This design comes from an exercise in tuning for small area, a short achievable clock period and few clock cycles on the open sky130 flow, not from production work. RTL that was checked went through simulation tests only; none was proved equivalent to the original.

==> inputs of 03-26 <==
## pn_evaluator
module pn_evaluator (
    input  wire                         clk,
    input  wire                         rst_n,
    input  wire [1:0]                   mode,
    input  wire                         operator,
    input  wire [pn_pkg::operand_w-1:0] in,
    input  wire                         in_valid,
    output logic                        out_valid,
    output pn_pkg::result_t             out
);
clock: 9.0 ns
lec_check: 0
abc_clock_period_in_ps: 3000
cap_margin: 20
core_margin: 2
core_utilization: 40
setup_slack_margin: 4.5
slew_margin: 20
tns_end_percent: 100
run.sh (not shown) runs the stock make flow with config.mk's settings and CLKGATE_MAP_FILE= SYNTH_SCRIPT=/design/flow/synth_recipe.tcl, a recipe that flattens the netlist after the stock synthesis.
==> 09-22: changes against 03-26 <==
--- a/flow/design.v
+++ b/flow/design.v
@@ -315,13 +315,14 @@
     logic [FD-1:0] f_v;
     logic [FD-1:0] f_l;
     logic [1:0]    f_op [0:FD-1];
     logic [3:0]    q [0:QD-1];
     logic [2:0]    qcnt;
-    logic signed [BW-1:0] lv [0:3];
+    logic [BW-1:0] lv [0:3];
     logic [3:0]    lf;
     logic [3:0]    lval;
+    logic [1:0]    idx;
     wire idle  = (st == S_IDLE);
     wire recv  = (st == S_RECV);
     wire waits = (st == S_WAIT);
     wire emit  = (st == S_EMIT);
     logic [15:0] v [0:VD+1];
@@ -346,38 +347,41 @@
     wire top_l  = f_v[0] & f_l[0];
     wire qb_red = t_opd & ~idle & pre_q & bur_q & top_l & ~pend;
     wire pend_n = casc | (t_opd & ~idle & pre_q & ~bur_q & (pend | top_l));
     logic [1:0]  alu_op;
     logic [15:0] a, b, sum, r;
-    wire         sub = (alu_op == 2'd1);
     assign alu_op = pre_q ? f_op[0] : cur_x[1:0];
     assign a   = v[1];
     assign b   = v[0];
-    assign sum = a + (b ^ {16{sub}}) + {15'd0, sub};
+    assign sum = a + b;
     logic [15:0] prod;
     mul16lo mul_inst (.a(a), .b(b), .p(prod));
     always_comb begin
         case (alu_op)
             2'd0:    r = sum;
-            2'd1:    r = sum;
+            2'd1:    r = a - b;
             2'd2:    r = prod;
             default: r = sum[15] ? -sum : sum;
         endcase
     end
-    logic [2:0]    bl, br;
-    logic [1:0]    bop;
+    logic signed [BW-1:0] bpre  [0:7];
+    logic signed [BW-1:0] bpost [0:3];
     logic signed [BW-1:0] bres;
-    assign bl  = pre_q ? vlo[0] : vlo[1];
-    assign br  = pre_q ? in : vlo[0];
-    assign bop = pre_q ? f_op[0] : in[1:0];
     always_comb begin
-        case (bop)
-            2'd1:    bres = {4'd0, bl} - {4'd0, br};
-            2'd2:    bres = {4'd0, bl} * {4'd0, br};
-            default: bres = {4'd0, bl} + {4'd0, br};
-        endcase
+        for (int k = 0; k < 8; k++) begin
+            case (f_op[0])
+                2'd1:    bpre[k] = {4'd0, vlo[0]} - 7'(k);
+                2'd2:    bpre[k] = {4'd0, vlo[0]} * 7'(k);
+                default: bpre[k] = {4'd0, vlo[0]} + 7'(k);
+            endcase
+        end
+        bpost[0] = {4'd0, vlo[1]} + {4'd0, vlo[0]};
+        bpost[1] = {4'd0, vlo[1]} - {4'd0, vlo[0]};
+        bpost[2] = {4'd0, vlo[1]} * {4'd0, vlo[0]};
+        bpost[3] = bpost[0];
     end
+    assign bres = pre_q ? bpre[in] : bpost[in[1:0]];
     wire red  = pend;
     wire redx = red & t_opd;
     wire push = t_opd & ~red & ~qb_red;
     wire pop1 = (red & ~t_opd) | pf_op | qb_red;
     always_ff @(posedge clk) begin
@@ -466,77 +470,80 @@
             qcnt <= '0;
         end else begin
             qcnt <= qcnt + {2'd0, q_push} - {2'd0, q_pop};
         end
     end
-    wire       flag_new = qb_red & ~f_v[1] & first_pending;
-    wire       ins      = pb_op | qb_red;
-    wire       full     = &lval;
-    logic [3:0] wr;
-    always_comb begin
-        wr = '0;
-        if (!full) begin
-            if (!lval[0])      wr[0] = 1'b1;
-            else if (!lval[1]) wr[1] = 1'b1;
-            else if (!lval[2]) wr[2] = 1'b1;
-            else               wr[3] = 1'b1;
-        end else if (pre_q && !flag_new) begin
-            wr = lf;
-        end
-        if (!ins) wr = '0;
-    end
+    wire flag_new = qb_red & ~f_v[1] & first_pending;
+    logic signed [BW-1:0] p_val;
+    logic                 p_flag;
+    logic                 p_v;
     always_ff @(posedge clk) begin
+        p_val  <= bres;
+        p_flag <= flag_new;
+    end
+    always_ff @(posedge clk or negedge rst_n) begin
+        if (!rst_n) p_v <= 1'b0;
+        else        p_v <= pb_op | qb_red;
+    end
+    wire ins      = p_v;
+    wire full     = lval[3];
+    wire drop     = full & (~pre_q | p_flag);
+    wire rm       = full & pre_q & ~p_flag;
+    logic signed [BW-1:0] lr [0:3];
+    logic [3:0]    lrf;
+    logic [3:0]    lrv;
+    logic [3:0]    g;
+    logic [3:0]    bef;
+    logic [BW-1:0] ln [0:3];
+    logic [3:0]    lnf;
+    always_comb begin
+        g[0] = lf[0] & lval[0];
+        for (int i = 1; i < 4; i++) g[i] = g[i-1] | (lf[i] & lval[i]);
         for (int i = 0; i < 4; i++) begin
-            if (wr[i]) begin
-                lv[i] <= bres;
-                lf[i] <= flag_new;
+            if (rm && g[i]) begin
+                lr[i]  = (i < 3) ? lv[i+1] : lv[i];
+                lrf[i] = (i < 3) ? lf[i+1] : 1'b0;
+            end else begin
+                lr[i]  = lv[i];
+                lrf[i] = lf[i];
             end
         end
-    end
-    logic bf [0:3][0:3];
-    logic lt [0:3];
-    logic gt [0:3];
-    always_comb begin
-        for (int j = 0; j < 4; j++) begin
-            lt[j] = bres < lv[j];
-            gt[j] = bres > lv[j];
+        lrv = rm ? {1'b0, lval[2:0]} : lval;
+        for (int i = 0; i < 4; i++) begin
+            bef[i] = ~lrv[i] | (pre_q ? (p_val > lr[i]) : (p_val < lr[i]));
         end
-    end
-    always_ff @(posedge clk) begin
         for (int i = 0; i < 4; i++) begin
-            for (int j = i + 1; j < 4; j++) begin
-                if (wr[i])      bf[i][j] <= pre_q ? !lt[j] : !gt[j];
-                else if (wr[j]) bf[i][j] <= pre_q ? !gt[i] : !lt[i];
+            if (bef[i]) begin
+                if (i > 0 && bef[i-1]) begin
+                    ln[i]  = lr[i-1];
+                    lnf[i] = lrf[i-1];
+                end else begin
+                    ln[i]  = p_val;
+                    lnf[i] = p_flag;
+                end
+            end else begin
+                ln[i]  = lr[i];
+                lnf[i] = lrf[i];
             end
         end
     end
-    logic [3:0] sel;
-    always_comb begin
-        for (int i = 0; i < 4; i++) begin
-            sel[i] = lval[i];
-            for (int j = 0; j < 4; j++) begin
-                if (j > i) sel[i] = sel[i] & (~lval[j] | bf[i][j]);
-                if (j < i) sel[i] = sel[i] & (~lval[j] | ~bf[j][i]);
+    wire [3:0] lval_n = (ins && !drop) ? ({lrv[2:0], 1'b1} | lrv) : lval;
+    always_ff @(posedge clk) begin
+        if (ins && !drop) begin
+            for (int i = 0; i < 4; i++) begin
+                lv[i] <= ln[i];
+                lf[i] <= lnf[i];
             end
         end
     end
-    logic signed [BW-1:0] pick;
-    always_comb begin
-        pick = '0;
-        for (int i = 0; i < 4; i++) pick = pick | (lv[i] & {BW{sel[i]}});
-    end
-    wire present = emit | (recv & ~in_valid & bur_q);
-    wire last_res = ((lval & ~sel) == 4'd0);
     always_ff @(posedge clk or negedge rst_n) begin
         if (!rst_n) begin
             lval <= '0;
         end else if (idle) begin
             lval <= '0;
-        end else if (present) begin
-            lval <= lval & ~sel;
         end else begin
-            lval <= lval | wr;
+            lval <= lval_n;
         end
     end
     wire done = ~pend & ~qnz;
     wire endc = recv & ~in_valid;
     always_ff @(posedge clk or negedge rst_n) begin
@@ -544,46 +551,53 @@
             st            <= S_IDLE;
             pre_q         <= 1'b0;
             bur_q         <= 1'b0;
             pend          <= 1'b0;
             first_pending <= 1'b0;
+            idx           <= '0;
         end else begin
             pend <= pend_n;
             if (flag_new) first_pending <= 1'b0;
             case (st)
                 S_IDLE: begin
+                    idx <= '0;
                     if (in_valid) begin
                         st            <= S_RECV;
                         pre_q         <= ~mode[0];
                         bur_q         <= ~mode[1];
                         first_pending <= operator;
                     end
                 end
                 S_RECV: begin
                     if (!in_valid) begin
                         if (bur_q) begin
-                            st <= last_res ? S_IDLE : S_EMIT;
+                            idx <= 2'd1;
+                            st  <= lval_n[1] ? S_EMIT : S_IDLE;
                         end else begin
                             st <= done ? S_IDLE : S_WAIT;
                         end
                     end
                 end
                 S_WAIT: begin
                     if (done) st <= S_IDLE;
                 end
                 default: begin
-                    if (last_res) st <= S_IDLE;
+                    idx <= idx + 2'd1;
+                    if (idx == 2'd3 || !lval[idx + 2'd1]) st <= S_IDLE;
                 end
             endcase
         end
     end
     wire ov_reg = emit | (waits & done);
     wire ov_end = recv & (bur_q | done);
     assign out_valid = ov_reg | (ov_end & ~in_valid);
     logic [15:0] res;
     always_comb begin
-        if (bur_q) res = {{(16 - BW){pick[BW-1]}}, pick};
+        if (bur_q) begin
+            if (p_v && !drop) res = {{(16 - BW){ln[0][BW-1]}}, ln[0]};
+            else              res = {{(16 - BW){lv[idx][BW-1]}}, lv[idx]};
+        end
         else       res = v[0];
     end
     assign out = (res & {16{ov_reg}}) | (res & {16{ov_end & ~in_valid}});
 endmodule
 `default_nettype wire
- CORE_UTILIZATION: 40 -> 60
==> comparison table <==
metric	09-22	03-26
Largest clock skew in the final design	0.0224 ns	0.0116 ns
Final setup margin	3.26 ns	3.78 ns
Count of multi-input combinational gates	1685	1568
Worst reg-to-reg setup slack	3.81 ns	3.98 ns
Initial antenna violation count	1	0
Worst path max stage delay	0.39 ns	0.55 ns
Num sequential	229	224
Depth of the worst register-to-register path	22	17
Initial drt markers	1552	1461
Combined global-route utilization of all metal layers	35.2%	22.1%
Count of fill cells added during filler insertion	2512	4126
Setup crit end	out[12]	vhi[1][15]
Detailed-routed wire length on met3	4280 microns	3390 microns
Non-Filler Instances	2670	2731
Count of distinct cell types in the synthesized netlist	99	83
Crit path max-delay cell type	sky130_fd_sc_hd__dfrtp_1	sky130_fd_sc_hd__or4b_4
Post-Place Worst Slack	2.47 ns	1.97 ns
Status	complete, no violations	complete, no violations
Largest fanout of any net on the critical path	7	4
Share of layout cells above drive strength 1	20.8%	23.9%
Met1 routing resource usage after global routing	44.3%	29.8%
Core ar.	32600 sq um	44100 sq um
Floorplan die height	186 microns	215 microns
Testbench counts of 03-26, summed over its fixed seeds: cycles 11,704.
The RTL of 09-22 was laid out without a check of its function.

## port drivers added, routing unchanged
In the flow no input, the clock included, has a driving cell. The finished layouts below were timed again as built, in two steps. Step 1: set_driving_cell puts a clkbuf_16 on clk and a buf_2 on each other input, an assumption about the parent block. Step 2, shift: input delay + t, output delay - t, t = (earliest + latest rising clock arrival at the registers) / 2. This alone moves slack from input paths to output paths. Slacks: ideal / step 1 / step 2; pairs: ideal / step 1.
run	shift t [ns]	setup slack, ns	cell pins on the clock port's net
03-26	0.591	3.781 / 3.784 / 3.193	1
09-22	0.591	3.257 / 3.204 / 3.795	1
After both steps setup and hold are still met in every run listed. The setup slack of 03-26, which loses most, moves by +0.003 ns with the drivers and by -0.588 ns with both steps.
